From an optimization exercise on the open Yosys and OpenROAD flow, aimed at small area, a short achievable clock period and few clock cycles per item; shortcuts taken in it are not production practice.
RTL that was checked went through simulation tests only; none was proved equivalent to the original.
Power and IR drop assume default switching activity.

== old ==
## glyph_atlas_shelf_packer_writer_unit
module glyph_atlas_shelf_packer_writer_unit (
    input  logic                 i_clk,
    input  logic                 i_rst_n,
    input  logic                 i_cfg_we,
    input  logic                 i_cfg_index,
    input  logic [12:0]          i_cfg_data,
    input  logic                 i_in_valid,
    output logic                 o_in_ready,
    input  logic [61:0]          i_in_word,
    output logic                 o_out_valid,
    input  logic                 i_out_ready,
    output logic [64:0]          o_out_word
);
    localparam int SW = gasp_pkg::SIDE_W;
    localparam int PW = 61;
    logic [SW-1:0] r_aw, r_ah, cfg_side;
    always_comb begin
        cfg_side = i_cfg_data;
        if (cfg_side == '0) cfg_side = SW'(1);
        else if (cfg_side > gasp_pkg::MAX_SIDE) cfg_side = gasp_pkg::MAX_SIDE;
    end
    always_ff @(posedge i_clk) begin
        if (!i_rst_n) begin
            r_aw <= gasp_pkg::RESET_SIDE;
            r_ah <= gasp_pkg::RESET_SIDE;
        end else if (i_cfg_we) begin
            if (i_cfg_index) r_ah <= cfg_side;
            else             r_aw <= cfg_side;
        end
    end
    logic          r_v1, r_v2, r_v3, r_v4;
  ...
Settings: LEC_CHECK=0, CAP_MARGIN=20, CORE_MARGIN=2, CORE_UTILIZATION=40, SETUP_SLACK_MARGIN=5, SLEW_MARGIN=20; clock period 12.0 ns.
run.sh (not shown) runs the stock make flow with config.mk's settings and CLKGATE_MAP_FILE= SYNTH_SCRIPT=/design/flow/synth_recipe.tcl, a recipe that flattens the netlist after the stock synthesis.
Here is what was changed in the inputs of new compared with old.
==> flow/flow/run.sh (new file) <==
#!/bin/bash
# Standard layout, with the port buffers made of buf_4 cells instead of
# the cell buffer_ports picks by default.
set -euo pipefail
bash standard.sh "BUFFER_PORTS_ARGS=-buffer_cell sky130_fd_sc_hd__buf_4" finish > standard_flow.log 2>&1
==> flow/standard.sh (new file) <==
#!/bin/bash
# synth_recipe.tcl (not shown) runs the flow's synth.tcl, then flattens the netlist and writes it again
# the make line also repeats each setting of config.mk as NAME=value (left out here)
make -C /OpenROAD-flow-scripts/flow DESIGN_CONFIG=/design/flow/config.mk WORK_HOME=/design/flow/orfs CLKGATE_MAP_FILE= SYNTH_SCRIPT=/design/flow/synth_recipe.tcl "${@:-finish}"
removed: flow/run.sh
==> comparison <==
The hold slack in new sits 0.014 ns below the value recorded for old. In the flow results for new and old, the met1 track demand over resource in global routing is smaller on new. | sequential-cell power consumption | old vs new | ≈ equal |. Slowest cell on the critical path = buf_4: new; slowest cell on the critical path = clkdlybuf4s50_1: old. Re I/O pin count: no difference whatsoever between new and old. Transition time at the pin with the least slew margin was higher in the run labelled old. The more densely filled core belongs to old, not new. Final critical path time including I/O delays and setup delta (new − old): favourable. old leaves less setup margin than new. Taking old as 1.0, new lands at 0.855 on layout clock buffer count.
No run of this note included a check of the RTL's function; only the layout flow was run.

---

== job 9043 ==
glyph_atlas_shelf_packer_writer_unit, a different RTL version from the one above (not shown whole).
clock: 12.0 ns
lec_check: 0
cap_margin: 20
core_margin: 2
core_utilization: 60
setup_slack_margin: 5
slew_margin: 20
standard.sh (not shown) runs the stock make flow with config.mk's settings and CLKGATE_MAP_FILE= SYNTH_SCRIPT=/design/flow/synth_recipe.tcl, a recipe that flattens the netlist after the stock synthesis.
==> flow/flow/run.sh <==
#!/bin/bash
set -euo pipefail
bash standard.sh "BUFFER_PORTS_ARGS=-buffer_cell sky130_fd_sc_hd__buf_4" SETUP_SLACK_MARGIN=8.5 finish > standard_flow.log 2>&1
Job 9043 finished every step from synthesis to the final layout, and the layout passed the timing, design-rule and antenna checks.
Testbench counts of job 9043, summed over its fixed seeds: cycles 10,363, items 10,331.
Edits applied to the flow inputs when going from job 9043 to job 7136:
==> flow/run.sh (new file) <==
#!/bin/bash
# synth_recipe.tcl (not shown) runs the flow's synth.tcl, then flattens the netlist and writes it again
# the make line also repeats each setting of config.mk as NAME=value (left out here)
make -C /OpenROAD-flow-scripts/flow DESIGN_CONFIG=/design/flow/config.mk WORK_HOME=/design/flow/orfs CLKGATE_MAP_FILE= SYNTH_SCRIPT=/design/flow/synth_recipe.tcl finish
diff --git a/flow/config.mk b/flow/config.mk
--- a/flow/config.mk
+++ b/flow/config.mk
@@ -8,5 +8,5 @@
 export CAP_MARGIN = 20
 export CORE_MARGIN = 2
-export CORE_UTILIZATION = 60
+export CORE_UTILIZATION = 40
 export SETUP_SLACK_MARGIN = 5
 export SLEW_MARGIN = 20
removed: flow/flow/run.sh
removed: flow/standard.sh
### Flow results
From job 9043 to job 7136 the numbers moved as follows: detailed-route via count went down, number of well-tap cells placed moved up. Job 7136 vs job 9043: die area up by more than a quarter. The highest metal layer with signal wires comes out met4 in one run and met5 in the other, namely in job 7136 and job 9043 respectively. Job 9043 -> job 7136: synthesized instance count delta 0, exact match.
For job 1184, these inputs were changed with respect to job 7136:
==> flow/flow/run.sh (new file) <==
#!/bin/bash
set -euo pipefail
bash standard.sh "BUFFER_PORTS_ARGS=-buffer_cell sky130_fd_sc_hd__buf_2" SETUP_SLACK_MARGIN=6.6 finish > standard_flow.log 2>&1
==> flow/standard.sh (new file) <==
#!/bin/bash
# synth_recipe.tcl (not shown) runs the flow's synth.tcl, then flattens the netlist and writes it again
# the make line also repeats each setting of config.mk as NAME=value (left out here)
make -C /OpenROAD-flow-scripts/flow DESIGN_CONFIG=/design/flow/config.mk WORK_HOME=/design/flow/orfs CLKGATE_MAP_FILE= SYNTH_SCRIPT=/design/flow/synth_recipe.tcl "${@:-finish}"
diff --git a/flow/config.mk b/flow/config.mk
--- a/flow/config.mk
+++ b/flow/config.mk
@@ -8,5 +8,6 @@
 export CAP_MARGIN = 20
 export CORE_MARGIN = 2
-export CORE_UTILIZATION = 40
+export CORE_UTILIZATION = 70
+export CTS_BUF_LIST = sky130_fd_sc_hd__clkbuf_8
 export SETUP_SLACK_MARGIN = 5
 export SLEW_MARGIN = 20
removed: flow/run.sh
### Flow results
Per the comparison of job 1184 with job 7136, final cell count went down by 361, wire length of the first global-routing pass went up by 2.0%, global-route usage went up by 16 points, sequential power was more or less identical. Diff job 7136 -> job 1184: arrival time of data at the critical path endpoint went down by 1260 ps; combinational share of power went up by 2.8 points; clock transition at the registers of the reported paths was more or less identical; met2 usage went up by 28 points. Looking at number of vias after detailed routing, job 1184 sits about 8% higher than job 7136 does. In job 1184 relative to job 7136, site row count had gone down by more than 10%.
For job 3798, these inputs were changed with respect to job 1184:
==> flow/flow/run.sh <==
#!/bin/bash
set -euo pipefail
bash standard.sh "BUFFER_PORTS_ARGS=-buffer_cell sky130_fd_sc_hd__buf_4" SETUP_SLACK_MARGIN=7 finish > standard_flow.log 2>&1
diff --git a/flow/config.mk b/flow/config.mk
--- a/flow/config.mk
+++ b/flow/config.mk
@@ -8,6 +8,5 @@
 export CAP_MARGIN = 20
 export CORE_MARGIN = 2
-export CORE_UTILIZATION = 70
-export CTS_BUF_LIST = sky130_fd_sc_hd__clkbuf_8
+export CORE_UTILIZATION = 60
 export SETUP_SLACK_MARGIN = 5
 export SLEW_MARGIN = 20
--- outcome ---
Area growth from synthesis to layout (lower): job 1184. From job 1184 to job 3798 the numbers moved as follows: final RePlAce weighted congestion has decreased; power density relative to cell area has increased; finished layout cell area has increased. Going from job 1184 to job 3798, the total number of vias was found to have gone up by about 1%. Total chip power for job 3798: about 10% up relative to job 1184. In the flow results for job 3798 and job 1184, the core utilization is larger on job 1184. As of job 3798, count of non-CTS buffers in the layout had risen by more than half compared to job 1184. Job 3798 reached the end of the flow, and the finished layout is clean on the timing, design-rule and antenna checks. Job 3798 vs. job 1184: static leakage went up by 0.00088 µW.
For job 2909, these inputs were changed with respect to job 3798:
==> flow/flow/run.sh <==
#!/bin/bash
set -euo pipefail
bash standard.sh "BUFFER_PORTS_ARGS=-buffer_cell sky130_fd_sc_hd__buf_2" SETUP_SLACK_MARGIN=6.8 finish > standard_flow.log 2>&1
diff --git a/flow/config.mk b/flow/config.mk
--- a/flow/config.mk
+++ b/flow/config.mk
@@ -8,5 +8,6 @@
 export CAP_MARGIN = 20
 export CORE_MARGIN = 2
-export CORE_UTILIZATION = 60
+export CORE_UTILIZATION = 75
+export CTS_BUF_LIST = sky130_fd_sc_hd__clkbuf_8
 export SETUP_SLACK_MARGIN = 5
 export SLEW_MARGIN = 20
--- outcome ---
Every stage of the flow completed for job 2909, and the final layout passed the timing, design-rule and antenna checks.
NOTE: post-route clock period utilization in job 2909 falls short of that of job 3798
Going from job 3798 to job 2909, post-layout minimum cycle time lower, overall power of the completed layout lower, transition time at the pin with the least slew margin higher, sequential share of layout area higher.
Compared to job 3798, job 2909 has cell area 1800 µm² lower.
Highest metal layer with signal wires: met5 -> job 2909, met4 -> job 3798
Synthesis-to-layout area growth delta for job 2909 relative to job 3798: 6.1 points lower
Compared with job 3798, job 2909 improves least setup slack across all paths after layout.
Going from job 3798 to job 2909, met2 track demand over resource in global routing grows by 15 points.
Relative to job 3798, job 2909 improves worst hold slack.
The lower post-cts gate resize count came out of job 2909.
For job 9357, these inputs were changed with respect to job 2909:
==> flow/flow/run.sh <==
#!/bin/bash
set -euo pipefail
bash standard.sh "BUFFER_PORTS_ARGS=-buffer_cell sky130_fd_sc_hd__buf_2" SETUP_SLACK_MARGIN=6.2 finish > standard_flow.log 2>&1
diff --git a/flow/config.mk b/flow/config.mk
--- a/flow/config.mk
+++ b/flow/config.mk
@@ -8,5 +8,5 @@
 export CAP_MARGIN = 20
 export CORE_MARGIN = 2
-export CORE_UTILIZATION = 75
+export CORE_UTILIZATION = 60
 export CTS_BUF_LIST = sky130_fd_sc_hd__clkbuf_8
 export SETUP_SLACK_MARGIN = 5
[summary]
Looking at post-placement setup slack, job 9357 sits 270 ps lower than job 2909 does.
Compared job 9357 vs job 2909, and total power is down in job 9357.
Relative to job 2909, part of the total power dissipated in the clock network has increased by 1.8 points in job 9357.
Unique cell type count in the Yosys netlist came out exactly the same in job 9357 and job 2909.
Job 9357 and job 2909 ended up with roughly the same CTS sink count.
Summary of job 9357 over job 2909: critical path depth now sits higher; register-to-register slack now sits lower.
In the flow results for job 9357 and job 2909, the full die area is smaller on job 2909.

==> static timing again, ports no longer ideal <==
Ports are ideal in the flow. The routed layouts listed here were re-timed in OpenROAD.
Step 1 sets driving cells, clkbuf_16 on the clock port and buf_2 on the other inputs (assumed; they add their load-dependent delay and slew).
Step 2 adds t to the input delays and takes it off the output delays; t is the mean of the earliest and latest rising clock arrival at the registers after step 1. Input paths then give back, and output paths get back, about the clock's delay inside the block.
Slacks: ideal ports / drivers / drivers and shift; pairs: ideal ports / drivers.
| run | t (ns) | slack for setup (ns) | hold slack, ns | worst setup path after step 2 | worst slew at a driven data input, ns |
|---|---|---|---|---|---|
| old | 0.656 | 5.201 / 5.160 / 5.066 | 0.418 / 0.418 / 0.418 | input to register | 0.06 |
| new | 0.641 | 5.712 / 5.669 / 5.487 | 0.403 / 0.403 / 0.403 | input to register | 0.07 |
| job 9043 | 0.656 | 6.601 / 6.561 / 6.173 | 0.416 / 0.416 / 0.416 | input to register | 0.07 |
| job 7136 | 0.643 | 5.347 / 5.316 / 5.135 | 0.418 / 0.418 / 0.418 | input to register | 0.06 |
| job 1184 | 0.726 | 6.607 / 6.570 / 5.961 | 0.420 / 0.420 / 0.420 | input to register | 0.06 |
| job 3798 | 0.637 | 6.582 / 6.507 / 6.100 | 0.418 / 0.418 / 0.418 | input to register | 0.10 |
| job 2909 | 0.694 | 6.617 / 6.581 / 6.058 | 0.429 / 0.429 / 0.429 | input to register | 0.06 |
| job 9357 | 0.689 | 6.362 / 6.369 / 5.702 | 0.437 / 0.437 / 0.437 | input to register | 0.05 |
After both steps every run listed still meets setup and hold. For job 9357, which loses most, drivers alone change the setup slack by +0.007 ns; drivers and shift together by -0.660 ns.
